This is an optimization exercise on Yosys and OpenROAD, whose aim is small area, not a production implementation.
Function was checked by simulation only, so behaviour that the tests miss may differ from the original.
Power is estimated from default activity; no workload was simulated.

==> flow/design.v <==
package write_back_buffer_pkg;
    localparam int WBB_ADDR_BITS      = 32;
    localparam int WBB_LINE_SIZE_DEF  = 16;
    localparam int WBB_DEPTH_DEF      = 4;
    typedef enum logic {
        IDLE    = 1'b0,
        RD_WAIT = 1'b1
    } wbb_state_e;
    function automatic integer wbb_offset_bits(input integer line_size);
        wbb_offset_bits = $clog2(line_size);
    endfunction
endpackage
module wbb_match #(
    parameter int  DEPTH   = 4,
    parameter int  LA_BITS = 28
) (
    input  logic [DEPTH-1:0]              ent_vld,
    input  logic [DEPTH-1:0][LA_BITS-1:0] ent_addr,
    input  logic [LA_BITS-1:0]            key,
    output logic [DEPTH-1:0]              match
);
    always_comb begin
        for (int i = 0; i < DEPTH; i++) begin
            match[i] = ent_vld[i] && (ent_addr[i] == key);
        end
    end
endmodule
module wbb_line #(
    parameter int W = 156
) (
    input  logic         clk,
    input  logic         we,
    input  logic         hold,
    input  logic [W-1:0] d,
    output logic [W-1:0] q
);
    always_ff @(posedge clk) begin
        q <= (d & {W{we}}) | (q & {W{hold}});
    end
endmodule
module write_back_buffer
#(
    parameter int  LINE_SIZE   = write_back_buffer_pkg::WBB_LINE_SIZE_DEF,
    parameter int  DEPTH       = write_back_buffer_pkg::WBB_DEPTH_DEF,
    localparam int OFFSET_BITS = write_back_buffer_pkg::wbb_offset_bits(LINE_SIZE),
    localparam int LA_BITS     = write_back_buffer_pkg::WBB_ADDR_BITS - OFFSET_BITS,
    localparam int DW          = LINE_SIZE * 8
) (
    input  logic               clk,
    input  logic               reset,
    input  logic               wb_valid,
    input  logic [LA_BITS-1:0] wb_line_addr,
    input  logic [DW-1:0]      wb_data,
    output logic               wb_ready,
    input  logic               rd_valid_in,
    input  logic [LA_BITS-1:0] rd_line_addr,
    output logic               rd_ready,
    output logic               rd_valid,
    output logic [DW-1:0]      rd_data,
    output logic               rd_fwd,
    output logic               mem_is_input_valid,
    output logic               mem_read,
    output logic               mem_write,
    output logic [LA_BITS-1:0] mem_addr,
    output logic [DW-1:0]      mem_din,
    input  logic               mem_ready,
    input  logic               mem_is_output_valid,
    input  logic [DW-1:0]      mem_dout
);
    localparam int PTR_W = $clog2(DEPTH);
    logic [DEPTH-1:0]              vld_q;
    logic [DEPTH-1:0][LA_BITS-1:0] addr_q;
    logic [DEPTH-1:0][DW-1:0]      data_q;
    logic [DEPTH-1:0]              head_q;      
    logic [PTR_W-1:0]              tail_q;
    logic                          wait_q;      
    logic                          pend_q;
    logic [LA_BITS-1:0]            pend_addr_q;
    logic [DEPTH-1:0]              fwd_q;       
    logic [DEPTH-1:0] wm, rm, head_oh, dwe, dhold, tail_oh, vld_d, fwd_d;
    logic full, nonempty, new_same, wb_hit, rd_hit_buf, same, wb_acc, rd_acc, rd_hit, read_req;
    logic go, issue_drain, issue_read, alloc, drain_hit_head;
    wbb_match #(.DEPTH(DEPTH), .LA_BITS(LA_BITS)) u_wb_match (
        .ent_vld  (vld_q),
        .ent_addr (addr_q),
        .key      (wb_line_addr),
        .match    (wm)
    );
    wbb_match #(.DEPTH(DEPTH), .LA_BITS(LA_BITS)) u_rd_match (
        .ent_vld  (vld_q),
        .ent_addr (addr_q),
        .key      (rd_line_addr),
        .match    (rm)
    );
    always_comb begin
        for (int i = 0; i < DEPTH; i++) begin
            tail_oh[i] = (tail_q == PTR_W'(i));
        end
        head_oh     = head_q;
        full        = &vld_q;
        nonempty    = |vld_q;
        wb_hit      = |wm;
        rd_hit_buf  = |rm;
        same        = (wb_line_addr == rd_line_addr);
        wb_ready    = !full || wb_hit;
        wb_acc      = wb_valid && wb_ready;
        rd_ready    = !wait_q && !pend_q;
        rd_acc      = rd_valid_in && rd_ready;
        new_same    = wb_valid && !full && same;
        rd_hit      = rd_hit_buf || new_same;
        read_req    = (rd_acc && !rd_hit) || pend_q;
        go          = !wait_q && mem_ready;
        issue_drain = go && nonempty && (!read_req || full);
        issue_read  = go && read_req && !full;
        drain_hit_head = issue_drain && |(wm & head_oh);
        alloc       = wb_valid && ((!wb_hit && !full) || drain_hit_head);
        vld_d       = (vld_q & ~({DEPTH{issue_drain}} & head_oh)) | ({DEPTH{alloc}} & tail_oh);
        dwe         = ~vld_q | (wm & {DEPTH{wb_valid}});
        dhold       = vld_q & ~(wm & {DEPTH{wb_valid}});
        fwd_d       = rd_acc ? (rd_hit_buf ? rm : (new_same ? tail_oh : '0)) : '0;
    end
    always_ff @(posedge clk) begin
        if (reset) begin
            vld_q  <= '0;
            head_q <= DEPTH'(1);
            tail_q <= '0;
            wait_q <= 1'b0;
            pend_q <= 1'b0;
            fwd_q  <= '0;
        end else begin
            vld_q  <= vld_d;
            if (issue_drain) head_q <= {head_q[DEPTH-2:0], head_q[DEPTH-1]};
            tail_q <= tail_q + PTR_W'(alloc);
            wait_q <= wait_q ? !mem_is_output_valid : issue_read;
            pend_q <= read_req && !issue_read;
            fwd_q  <= fwd_d;
        end
    end
    for (genvar g = 0; g < DEPTH; g++) begin : g_line
        wbb_line #(.W(LA_BITS + DW)) u_line (
            .clk  (clk),
            .we   (dwe[g]),
            .hold (dhold[g]),
            .d    ({wb_line_addr, wb_data}),
            .q    ({addr_q[g], data_q[g]})
        );
    end
    wbb_line #(.W(LA_BITS)) u_pend_addr (
        .clk  (clk),
        .we   (!pend_q),
        .hold (pend_q),
        .d    (rd_line_addr),
        .q    (pend_addr_q)
    );
    always_comb begin
        rd_data = wait_q ? mem_dout : '0;
        mem_din = '0;
        mem_addr = (pend_q && !full) ? pend_addr_q : ((!pend_q && read_req && !full) ? rd_line_addr : '0);
        for (int i = 0; i < DEPTH; i++) begin
            rd_data = rd_data | ({DW{fwd_q[i]}} & data_q[i]);
            mem_din = mem_din | ({DW{head_oh[i]}} & data_q[i]);
            mem_addr = mem_addr | ({LA_BITS{head_oh[i] && !(read_req && !full)}} & addr_q[i]);
        end
    end
    assign rd_fwd             = |fwd_q;
    assign rd_valid           = rd_fwd || (wait_q && mem_is_output_valid);
    assign mem_is_input_valid = issue_read || issue_drain;
    assign mem_read           = issue_read;
    assign mem_write          = issue_drain;
endmodule
==> flow/config.mk <==
export PLATFORM = sky130hd
export DESIGN_NAME = write_back_buffer
export DESIGN_NICKNAME = write_back_buffer
export VERILOG_FILES = /design/flow/design.v
export SDC_FILE = /design/flow/constraint.sdc
export NUM_CORES = 4
export LEC_CHECK = 0
export CAP_MARGIN = 20
export CORE_MARGIN = 2
export CORE_UTILIZATION = 55
export CTS_BUF_LIST = sky130_fd_sc_hd__clkbuf_8
export CTS_CLUSTER_DIAMETER = 50
export CTS_CLUSTER_SIZE = 16
export SLEW_MARGIN = 20
export SYNTH_HIERARCHICAL = 1
==> flow/constraint.sdc <==
create_clock -name core_clock -period 6.0 [get_ports {clk}]
set_input_delay 1.2000 -clock core_clock [delete_from_list [all_inputs] [get_ports {clk}]]
set_output_delay 1.2000 -clock core_clock [all_outputs]
set_load 0.01 [all_outputs]
standard.sh (not shown) runs the stock make flow with config.mk's settings and CLKGATE_MAP_FILE= SYNTH_SCRIPT=/design/flow/synth_recipe.tcl, a recipe that flattens the netlist after the stock synthesis.
==> flow/flow/run.sh <==
#!/bin/bash
# Standard ORFS layout (the standard.sh), with the port buffers that global placement
# inserts made as the smallest plain buffer instead of the tool's default pick.
set -euo pipefail
export BUFFER_PORTS_ARGS="-buffer_cell sky130_fd_sc_hd__buf_1"
bash standard.sh > standard_flow.log 2>&1
Change:
--- a/flow/config.mk
+++ b/flow/config.mk
@@ -8,8 +8,9 @@
 export CAP_MARGIN = 20
 export CORE_MARGIN = 2
-export CORE_UTILIZATION = 55
-export CTS_BUF_LIST = sky130_fd_sc_hd__clkbuf_8
-export CTS_CLUSTER_DIAMETER = 50
-export CTS_CLUSTER_SIZE = 16
+export CORE_UTILIZATION = 65
+export CTS_BUF_LIST = sky130_fd_sc_hd__clkbuf_16
+export CTS_CLUSTER_DIAMETER = 80
+export CTS_CLUSTER_SIZE = 30
+export PLACE_DENSITY = 0.75
 export SLEW_MARGIN = 20
 export SYNTH_HIERARCHICAL = 1
The changed run completed with no timing, DRC or antenna violations; routed wire length fell by 3.1%; design area decreases by 1.9%; utilization is higher by 10 points; via count is higher by 2.5%; first-iteration DRC count rose by 22%; combinational power is about the same.
Change:
--- a/flow/config.mk
+++ b/flow/config.mk
@@ -8,9 +8,9 @@
 export CAP_MARGIN = 20
 export CORE_MARGIN = 2
-export CORE_UTILIZATION = 65
+export CORE_UTILIZATION = 70
 export CTS_BUF_LIST = sky130_fd_sc_hd__clkbuf_16
 export CTS_CLUSTER_DIAMETER = 80
 export CTS_CLUSTER_SIZE = 30
-export PLACE_DENSITY = 0.75
+export PLACE_DENSITY = 0.8
 export SLEW_MARGIN = 20
 export SYNTH_HIERARCHICAL = 1
Effect: Worst setup slack is worse by 23 ps; utilization rises by 4.4 points; sequential power stays flat; wire length falls by 2.4%.
Change:
--- a/flow/config.mk
+++ b/flow/config.mk
@@ -8,9 +8,8 @@
 export CAP_MARGIN = 20
 export CORE_MARGIN = 2
-export CORE_UTILIZATION = 70
+export CORE_UTILIZATION = 55
 export CTS_BUF_LIST = sky130_fd_sc_hd__clkbuf_16
 export CTS_CLUSTER_DIAMETER = 80
 export CTS_CLUSTER_SIZE = 30
-export PLACE_DENSITY = 0.8
 export SLEW_MARGIN = 20
 export SYNTH_HIERARCHICAL = 1
After rerunning: Worst hold slack hardly moves. Setup slack improves by 88 ps. Clock skew went down by 18 ps. First-iteration DRC count goes down by 28%. Wire length increases by 5.0%. Total power is higher by 2.7%.
Change:
--- a/flow/config.mk
+++ b/flow/config.mk
@@ -8,8 +8,9 @@
 export CAP_MARGIN = 20
 export CORE_MARGIN = 2
-export CORE_UTILIZATION = 55
-export CTS_BUF_LIST = sky130_fd_sc_hd__clkbuf_16
-export CTS_CLUSTER_DIAMETER = 80
-export CTS_CLUSTER_SIZE = 30
+export CORE_UTILIZATION = 65
+export CTS_BUF_LIST = sky130_fd_sc_hd__clkbuf_8
+export CTS_CLUSTER_DIAMETER = 50
+export CTS_CLUSTER_SIZE = 16
+export PLACE_DENSITY = 0.75
 export SLEW_MARGIN = 20
 export SYNTH_HIERARCHICAL = 1
Total power increases by 0.55%.
Register-to-register slack loses 120 ps.
Wire length decreases by 2.3%.
First-iteration DRC count increases by 22%.
Core utilization increases by 11 points.
Cell area barely changes.
Worst setup slack loses 22 ps.
Die area decreases by 15%.
Clock skew increases by 16 ps.
Via count increases by 3.9%.

==> static timing again, ports no longer ideal <==
The flow's constraints put no driver on any port. The routed layouts listed below were extracted and timed again, unchanged, in two steps.
Step 1 (the two cells are an assumption about what drives the block):
set clk [get_ports {clk}]
set_driving_cell -lib_cell sky130_fd_sc_hd__clkbuf_16 $clk
set_driving_cell -lib_cell sky130_fd_sc_hd__buf_2 [delete_from_list [all_inputs] $clk]
Step 2 moves the port delays by t, midway between the first and last clock arrival at a register: inputs arrive t later, outputs are due t later. That takes back most of the time a late clock gives input paths.
Slacks: ideal ports / drivers / drivers and shift; pairs: ideal ports / drivers.
run | t (ns) | slack for setup (ns) | worst setup path at the end | worst slew at a driven data input, ns | pins driven straight from the clock port
the first run | 0.752 | 0.333 / 0.308 / 0.308 | input to output | 0.14 | 1
the second run | 0.695 | 0.321 / 0.290 / 0.290 | input to output | 0.16 | 1
the third run | 0.697 | 0.298 / 0.271 / 0.271 | input to output | 0.15 | 1
the fourth run | 0.712 | 0.387 / 0.362 / 0.362 | input to output | 0.12 | 1
the fifth run | 0.770 | 0.365 / 0.335 / 0.335 | input to output | 0.18 | 1
After both steps every run listed still meets setup and hold. For the second run, which loses most, drivers alone change the setup slack by -0.031 ns; drivers and shift together by -0.031 ns.
